Background: an optimization exercise with open tools, aiming at small area and a short achievable clock period. Do not read the settings as production practice.
The RTL was checked by simulation tests, not by an equivalence proof against the original design.
Power figures rest on the tool's default switching activity, not on a simulated workload.

==> inputs of v15 <==
## core_complex_fabric
module core_complex_fabric
(
  input  logic     clk_i,
  input  logic     rst_ni,
  input  offload_pkg::acc_req_t acc_req_i,
  input  logic     acc_valid_i,
  output logic     acc_ready_o,
  output offload_pkg::acc_rsp_t acc_rsp_o,
  output logic     acc_rsp_valid_o,
  input  logic     acc_rsp_ready_i,
  output offload_pkg::acc_req_t fpu_req_o,
  output logic     fpu_valid_o,
  input  logic     fpu_ready_i,
  input  offload_pkg::acc_rsp_t fpu_rsp_i,
  input  logic     fpu_rsp_valid_i,
  output logic     fpu_rsp_ready_o,
  output offload_pkg::acc_req_t hive_req_o,
  output logic     hive_valid_o,
  input  logic     hive_ready_i,
  input  offload_pkg::acc_rsp_t hive_rsp_i,
  input  logic     hive_rsp_valid_i,
  output logic     hive_rsp_ready_o,
  input  offload_pkg::addr_t    tcdm_base_i,
  input  offload_pkg::mem_req_t core_req_i,
  input  logic     core_valid_i,
  output logic     core_ready_o,
  output offload_pkg::mem_rsp_t core_rsp_o,
  output logic     core_rsp_valid_o,
  output offload_pkg::mem_req_t tcdm_req_o,
  output logic     tcdm_valid_o,
  input  logic     tcdm_ready_i,
  input  offload_pkg::mem_rsp_t tcdm_rsp_i,
  input  logic     tcdm_rsp_valid_i,
  output logic     tcdm_rsp_ready_o,
  output offload_pkg::mem_req_t soc_req_o,
  output logic     soc_valid_o,
  input  logic     soc_ready_i,
  input  offload_pkg::mem_rsp_t soc_rsp_i,
  input  logic     soc_rsp_valid_i,
  output logic     soc_rsp_ready_o
);
export LEC_CHECK = 0
export ABC_AREA = 1
export CAP_MARGIN = 20
export CORE_MARGIN = 2
export CORE_UTILIZATION = 40
export SETUP_SLACK_MARGIN = 3.0
export SLEW_MARGIN = 20
create_clock -name core_clock -period 6.0 [get_ports {clk_i}]
standard.sh (not shown) runs the stock make flow with config.mk's settings and CLKGATE_MAP_FILE= SYNTH_SCRIPT=/design/flow/synth_recipe.tcl, a recipe that flattens the netlist after the stock synthesis.
==> flow/flow/run.sh <==
#!/bin/bash
# Standard ORFS layout (the standard.sh) with these changes:
#  - the small gate modules of the port-side TCDM window compare in
#    mem_route.sv are kept through technology mapping, so the compare
#    is mapped as the shallow tree the RTL spells out (the modules are
#    flattened again by the standard flow's synthesis script before the layout);
#  - the pins of each port-to-port path are kept next to each other;
#  - port buffers start as the smallest buffer (repair_timing upsizes
#    the ones on critical paths);
#  - CTS builds larger sink clusters without dummy loads.
set -euo pipefail
HERE=$(pwd)
export SYNTH_KEEP_MODULES="mr_xnor2 mr_inv mr_nand2 mr_nand3 mr_and3 mr_nor2"
export PRE_IO_PLACEMENT_TCL="$HERE/flow/io.tcl"
export BUFFER_PORTS_ARGS="-buffer_cell sky130_fd_sc_hd__buf_1"
export CTS_ARGS="-sink_clustering_enable -repair_clock_nets -dont_use_dummy_load -sink_clustering_size 24 -sink_clustering_max_diameter 150"
bash standard.sh > flow_make.log 2>&1
Other scripts of this flow, unchanged in this note and not shown: flow/flow/io.tcl
==> v33 (differences from v15) <==
--- a/flow/design.v
+++ b/flow/design.v
@@ -129,20 +129,20 @@
         full_q <= 1'b1;
       end else if (pop) begin
         full_q <= 1'b0;
       end
     end
   end
   always_ff @(posedge clk_i) begin
-    if (h_load_in || h_load_t) begin
+    if (!h_valid_q || pop) begin
       h_data_q <= full_q ? t_data_q : acc_req_i;
       h_wr_q   <= full_q ? t_wr_q   : in_wr;
       h_idx_q  <= full_q ? t_idx_q  : in_idx;
     end
-    if (t_load) begin
+    if (!full_q) begin
       t_data_q <= acc_req_i;
       t_wr_q   <= in_wr;
       t_idx_q  <= in_idx;
       t_tgt_q  <= in_tgt;
     end
   end
   assign tgt_req_o   = h_data_q;
@@ -211,15 +211,15 @@
     end else if (req_hs) begin
       rsp_valid_q <= 1'b1;
     end else if (rsp_ready_i) begin
       rsp_valid_q <= 1'b0;
     end
   end
   always_ff @(posedge clk_i) begin
-    if (req_hs) begin
+    if (ready_o) begin
       rsp_q.id    <= write_i ? offload_pkg::acc_id_t'(0) : req_i.id;
       rsp_q.data  <= rdata;
       rsp_q.error <= 1'b0;
     end
   end
   assign rsp_o       = rsp_q;
   assign rsp_valid_o = rsp_valid_q;
@@ -230,14 +230,15 @@
 module offload_rsp_arbiter
 (
   input  logic                              clk_i,
   input  logic                              rst_ni,
   input  logic [offload_pkg::NUM_TARGETS*offload_pkg::ACC_RSP_W-1:0] src_rsp_i,
   input  logic     [offload_pkg::NUM_TARGETS-1:0]        src_valid_i,
   output logic     [offload_pkg::NUM_TARGETS-1:0]        src_ready_o,
+  output logic     [1:0]                                 port_ready_o,
   output offload_pkg::acc_rsp_t                          rsp_o,
   output logic                              rsp_valid_o,
   input  logic                              rsp_ready_i
 );
   localparam int unsigned W = offload_pkg::ACC_RSP_W;
   offload_pkg::acc_rsp_t rsp_q;
   logic       rsp_valid_q;
@@ -248,35 +249,55 @@
   assign v = src_valid_i;
   assign load_en = ~rsp_valid_q | rsp_ready_i;
   assign gnt[0] = v[0] & (last_q[2] | (last_q[1] & ~v[2]) | (last_q[0] & ~v[1] & ~v[2]));
   assign gnt[1] = v[1] & (last_q[0] | (last_q[2] & ~v[0]) | (last_q[1] & ~v[2] & ~v[0]));
   assign gnt[2] = v[2] & (last_q[1] | (last_q[0] & ~v[1]) | (last_q[2] & ~v[0] & ~v[1]));
   assign any_gnt = |v;
   assign src_ready_o = gnt & {3{load_en}};
+  logic [1:0] pr_a, pr_b;
+  assign pr_a[0] = last_q[2] | (last_q[1] & ~v[2]);
+  assign pr_b[0] = last_q[0] & ~v[2];
+  assign pr_a[1] = last_q[0];
+  assign pr_b[1] = last_q[2] | (last_q[1] & ~v[2]);
+  ar_ready i_fpu_ready  (.nvld_i(~rsp_valid_q), .rdy_i(rsp_ready_i), .a_i(pr_a[0]), .b_i(pr_b[0]),
+                         .v_i(v[1]), .y_o(port_ready_o[0]));
+  ar_ready i_hive_ready (.nvld_i(~rsp_valid_q), .rdy_i(rsp_ready_i), .a_i(pr_a[1]), .b_i(pr_b[1]),
+                         .v_i(v[0]), .y_o(port_ready_o[1]));
   always_ff @(posedge clk_i) begin
     if (rst_ni) begin
       rsp_valid_q <= 1'b0;
       last_q      <= 3'b100;
     end else if (load_en) begin
       rsp_valid_q <= any_gnt;
       if (any_gnt) begin
         last_q <= gnt;
       end
     end
   end
   always_ff @(posedge clk_i) begin
-    if (load_en && any_gnt) begin
+    if (load_en) begin
       rsp_q <= ({W{gnt[0]}} & src_rsp_i[0*W +: W]) |
                ({W{gnt[1]}} & src_rsp_i[1*W +: W]) |
                ({W{gnt[2]}} & src_rsp_i[2*W +: W]);
     end
   end
   assign rsp_o       = rsp_q;
   assign rsp_valid_o = rsp_valid_q;
 endmodule
+module ar_ready
+(
+  input  logic nvld_i,
+  input  logic rdy_i,
+  input  logic a_i,
+  input  logic b_i,
+  input  logic v_i,
+  output logic y_o
+);
+  assign y_o = (nvld_i | rdy_i) & (a_i | (b_i & ~v_i));
+endmodule
 `default_nettype wire
 `timescale 1ns/1ps
 `default_nettype none
 module mem_route
 (
   input  logic     clk_i,
   input  logic     rst_ni,
@@ -309,41 +330,42 @@
   assign is_tcdm = core_req_i.addr[31:17] == tcdm_base_i[31:17];
   assign full    = occ_q[3];
   assign tcdm_req_o   = core_req_i;
   assign soc_req_o    = core_req_i;
   assign push         = core_valid_i & ~full & (is_tcdm ? tcdm_ready_i : soc_ready_i);
   logic [14:0] bit_eq;
   logic [4:0]  grp_ne;
-  logic        eq01, eq23, eq4, win_eq, win_ne, rdy_t, rdy_s;
+  logic        eq01, eq23, eq4, eq4v, win_ne, rdy_t, rdy_s;
   logic        vld, nvld, tcdm_rdy, soc_rdy;
   assign vld      = core_valid_i & ~full;
   assign nvld     = ~vld;
   assign tcdm_rdy = tcdm_ready_i & ~full;
   assign soc_rdy  = soc_ready_i & ~full;
   for (genvar i = 0; i < 15; i++) begin : g_bit
     mr_xnor2 i_eq (.a_i(core_req_i.addr[17+i]), .b_i(tcdm_base_i[17+i]), .y_o(bit_eq[i]));
   end
   for (genvar g = 0; g < 5; g++) begin : g_grp
     mr_nand3 i_ne (.a_i(bit_eq[3*g]), .b_i(bit_eq[3*g+1]), .c_i(bit_eq[3*g+2]), .y_o(grp_ne[g]));
   end
-  mr_nor2  i_eq01 (.a_i(grp_ne[0]), .b_i(grp_ne[1]), .y_o(eq01));
-  mr_nor2  i_eq23 (.a_i(grp_ne[2]), .b_i(grp_ne[3]), .y_o(eq23));
-  mr_inv   i_eq4  (.a_i(grp_ne[4]), .y_o(eq4));
-  mr_nand3 i_ne   (.a_i(eq01), .b_i(eq23), .c_i(eq4), .y_o(win_ne));
-  mr_and3  i_eq   (.a_i(eq01), .b_i(eq23), .c_i(eq4), .y_o(win_eq));
-  mr_nor2  i_tcdm_valid (.a_i(win_ne), .b_i(nvld), .y_o(tcdm_valid_o));
-  mr_nor2  i_soc_valid  (.a_i(win_eq), .b_i(nvld), .y_o(soc_valid_o));
-  mr_nand2 i_rdy_t      (.a_i(win_eq), .b_i(tcdm_rdy), .y_o(rdy_t));
+  mr_nor2  i_eq01  (.a_i(grp_ne[0]), .b_i(grp_ne[1]), .y_o(eq01));
+  mr_nor2  i_eq23  (.a_i(grp_ne[2]), .b_i(grp_ne[3]), .y_o(eq23));
+  mr_inv   i_eq4   (.a_i(grp_ne[4]), .y_o(eq4));
+  mr_nor2  i_eq4v  (.a_i(grp_ne[4]), .b_i(nvld), .y_o(eq4v));
+  mr_nand3 i_ne    (.a_i(eq01), .b_i(eq23), .c_i(eq4), .y_o(win_ne));
+  mr_and3  i_tcdm_valid (.a_i(eq01), .b_i(eq23), .c_i(eq4v), .y_o(tcdm_valid_o));
+  mr_a31oi i_soc_valid  (.a1_i(eq01), .a2_i(eq23), .a3_i(eq4), .b1_i(nvld), .y_o(soc_valid_o));
+  mr_nand4 i_rdy_t      (.a_i(eq01), .b_i(eq23), .c_i(eq4), .d_i(tcdm_rdy), .y_o(rdy_t));
   mr_nand2 i_rdy_s      (.a_i(win_ne), .b_i(soc_rdy), .y_o(rdy_s));
   mr_nand2 i_core_ready (.a_i(rdy_t), .b_i(rdy_s), .y_o(core_ready_o));
   assign tcdm_rsp_ready_o = head_tcdm_q;
   assign soc_rsp_ready_o  = head_soc_q;
-  assign core_rsp_valid_o = (tcdm_rsp_valid_i & head_tcdm_q) | (soc_rsp_valid_i & head_soc_q);
   assign core_rsp_o       = head_tcdm_q ? tcdm_rsp_i : soc_rsp_i;
-  assign pop              = core_rsp_valid_o;
+  assign pop              = (tcdm_rsp_valid_i & head_tcdm_q) | (soc_rsp_valid_i & head_soc_q);
+  mr_a22o i_core_rsp_valid (.a1_i(tcdm_rsp_valid_i), .a2_i(head_tcdm_q), .b1_i(soc_rsp_valid_i),
+                            .b2_i(head_soc_q), .y_o(core_rsp_valid_o));
   always_comb begin
     logic [3:0] p, o;
     p = port_q;
     o = occ_q;
     if (pop) begin
       p = {1'b0, p[3:1]};
       o = {1'b0, o[3:1]};
@@ -382,14 +404,25 @@
 endmodule
 module mr_nand3 (input logic a_i, input logic b_i, input logic c_i, output logic y_o);
   assign y_o = ~(a_i & b_i & c_i);
 endmodule
 module mr_and3 (input logic a_i, input logic b_i, input logic c_i, output logic y_o);
   assign y_o = a_i & b_i & c_i;
 endmodule
+module mr_nand4 (input logic a_i, input logic b_i, input logic c_i, input logic d_i, output logic y_o);
+  assign y_o = ~(a_i & b_i & c_i & d_i);
+endmodule
+module mr_a22o (input logic a1_i, input logic a2_i, input logic b1_i, input logic b2_i,
+                output logic y_o);
+  assign y_o = (a1_i & a2_i) | (b1_i & b2_i);
+endmodule
+module mr_a31oi (input logic a1_i, input logic a2_i, input logic a3_i, input logic b1_i,
+                 output logic y_o);
+  assign y_o = ~((a1_i & a2_i & a3_i) | b1_i);
+endmodule
 module mr_nor2 (input logic a_i, input logic b_i, output logic y_o);
   assign y_o = ~(a_i | b_i);
 endmodule
 `default_nettype wire
 `timescale 1ns/1ps
 `default_nettype none
 module core_complex_fabric
@@ -435,14 +468,15 @@
 );
   offload_pkg::acc_req_t                   tgt_req;
   logic     [offload_pkg::NUM_TARGETS-1:0] tgt_valid, tgt_ready;
   offload_pkg::acc_rsp_t                   ssr_rsp;
   logic                       ssr_rsp_valid;
   logic [offload_pkg::NUM_TARGETS*offload_pkg::ACC_RSP_W-1:0] src_rsp;
   logic                       ssr_write;
+  logic [1:0]                 port_ready;
   logic [4:0]                 ssr_idx;
   logic     [offload_pkg::NUM_TARGETS-1:0] src_valid, src_ready;
   offload_req_stage i_offload_req_stage (
     .clk_i       (clk_i),
     .rst_ni      (rst_ni),
     .acc_req_i   (acc_req_i),
     .acc_valid_i (acc_valid_i),
@@ -469,22 +503,23 @@
     .ready_o     (tgt_ready[offload_pkg::TARGET_SSR]),
     .rsp_o       (ssr_rsp),
     .rsp_valid_o (ssr_rsp_valid),
     .rsp_ready_i (src_ready[offload_pkg::TARGET_SSR])
   );
   assign src_rsp   = {ssr_rsp, hive_rsp_i, fpu_rsp_i};
   assign src_valid = {ssr_rsp_valid, hive_rsp_valid_i, fpu_rsp_valid_i};
-  assign fpu_rsp_ready_o  = src_ready[offload_pkg::TARGET_FPU];
-  assign hive_rsp_ready_o = src_ready[offload_pkg::TARGET_HIVE];
+  assign fpu_rsp_ready_o  = port_ready[0];
+  assign hive_rsp_ready_o = port_ready[1];
   offload_rsp_arbiter i_offload_rsp_arbiter (
     .clk_i       (clk_i),
     .rst_ni      (rst_ni),
     .src_rsp_i   (src_rsp),
     .src_valid_i (src_valid),
     .src_ready_o (src_ready),
+    .port_ready_o(port_ready),
     .rsp_o       (acc_rsp_o),
     .rsp_valid_o (acc_rsp_valid_o),
     .rsp_ready_i (acc_rsp_ready_i)
   );
   mem_route i_mem_route (
     .clk_i            (clk_i),
     .rst_ni           (rst_ni),
--- a/flow/flow/run.sh
+++ b/flow/flow/run.sh
@@ -6,12 +6,12 @@
 #    flattened again by the standard flow's synthesis script before the layout);
 #  - the pins of each port-to-port path are kept next to each other;
 #  - port buffers start as the smallest buffer (repair_timing upsizes
 #    the ones on critical paths);
 #  - CTS builds larger sink clusters without dummy loads.
 set -euo pipefail
 HERE=$(pwd)
-export SYNTH_KEEP_MODULES="mr_xnor2 mr_inv mr_nand2 mr_nand3 mr_and3 mr_nor2"
+export SYNTH_KEEP_MODULES="mr_xnor2 mr_inv mr_nand2 mr_nand3 mr_nand4 mr_and3 mr_nor2 mr_a22o mr_a31oi ar_ready"
 export PRE_IO_PLACEMENT_TCL="$HERE/flow/io.tcl"
 export BUFFER_PORTS_ARGS="-buffer_cell sky130_fd_sc_hd__buf_1"
 export CTS_ARGS="-sink_clustering_enable -repair_clock_nets -dont_use_dummy_load -sink_clustering_size 24 -sink_clustering_max_diameter 150"
 bash standard.sh > flow_make.log 2>&1
==> flow/config.mk (replaced) <==
export PLATFORM = sky130hd
export DESIGN_NAME = core_complex_fabric
export DESIGN_NICKNAME = core_complex_fabric
export VERILOG_FILES = /design/flow/design.v
export SDC_FILE = /design/flow/constraint.sdc
export NUM_CORES = 4
export LEC_CHECK = 0
export ABC_AREA = 0
export CAP_MARGIN = 20
export CORE_MARGIN = 2
export CORE_UTILIZATION = 40
export SETUP_SLACK_MARGIN = 3.0
export SLEW_MARGIN = 20
==> notes <==
v33 finished clean. v15 ran to the end with no violations. In v15 the fmax is larger than in v33, by about 1.7%. In sequential cell count, v33 and v15 do not differ. Between v33 and v15, the lower via count is in v33 (gap 11%, measured against v15). Combinational power is about the same in v33 and v15. Against v15, the final cell count of v33 is lower by about 20%. Against v15, the critical path depth of v33 is lower by 3. Between v15 and v33, the lower register-to-register slack is in v33 (gap 0.04 ns). Against v15, the utilization of v33 is higher by 0.53 points. Between v33 and v15, the lower clock-buffer cell count is in v33 (gap 1). In v33 the synthesized cell count is lower than in v15, by 29%.
==> figures <==
|  | v15 | v33 |
|---|---|---|
| Run status | finished clean | finished clean |
| CP Launch Point | core_req_i[56] | core_req_i[58] |
| Max-slew headroom | 30.3% | 31.0% |
| Sink of the worst hold path | i_ssr_cfg_unit.wr_q[15] | i_offload_req_stage.t_idx_q[4] |
| Compound-gate portion of the synthesized area | 3.86% | 8.96% |
| CP max stage cell | nor2_4 | nor2_2 |
| Invs w/o clock | 281 | 53 |
| Mapped Avg Cell Area | 12.5 um^2 | 16.5 um^2 |
| Antenna diodes | 1 | 7 |
| Number of inserted filler cells in the final layout | 10600 | 9616 |
| Overall track demand over capacity in global routing | 23.5% | 26.2% |
| Most common library cell in the layout ignoring fill and taps | nand2_1 | edfxtp_1 |
| Multi-input gate share of total cell area | 17.6% | 17.0% |
| Total power | 14.8 mW | 14.9 mW |
| Non-clock buffer contribution to total cell area | 7.88% | 8.53% |
| Post-CTS sizing | 132 | 85 |
| Die outline area | 121000 um^2 | 113000 um^2 |
| Pin count of the biggest net entering global routing | 101 | 129 |
| Core utilization of the finished layout | 44.8% | 45.3% |
| Multiplexer area fraction after synthesis | 0.784% | 4.27% |
| Effective utilization at floorplan | 40.2% | 40.5% |
| Area share of the largest cell type after synthesis | 71.7% | 67.3% |

==> separate check: timing with driven ports <==
In the flow no input, the clock included, has a driving cell. The finished layouts below were timed again as built, in two steps. Step 1 assumes that a clkbuf_16 drives the clock port and a buf_2 every other input. Step 2, shift: input delay + t, output delay - t, t = (earliest + latest rising clock arrival at the registers) / 2. This alone moves slack from input paths to output paths. a / b / c = no drivers / after step 1 / after step 2; a / b = the first two.
run	t (ns)	setup WS [ns]	hold slack, ns	worst register clock-pin slew, ns	cell pins on the clock port's net
v15	0.748	2.714 / 2.676 / 2.288	0.479 / 0.479 / 0.479	0.11 / 0.11	1
v33	0.752	2.659 / 2.626 / 2.285	0.464 / 0.464 / 0.464	0.11 / 0.11	1
After both steps every run listed still meets setup and hold. For v15, which loses most, drivers alone change the setup slack by -0.038 ns; drivers and shift together by -0.426 ns.
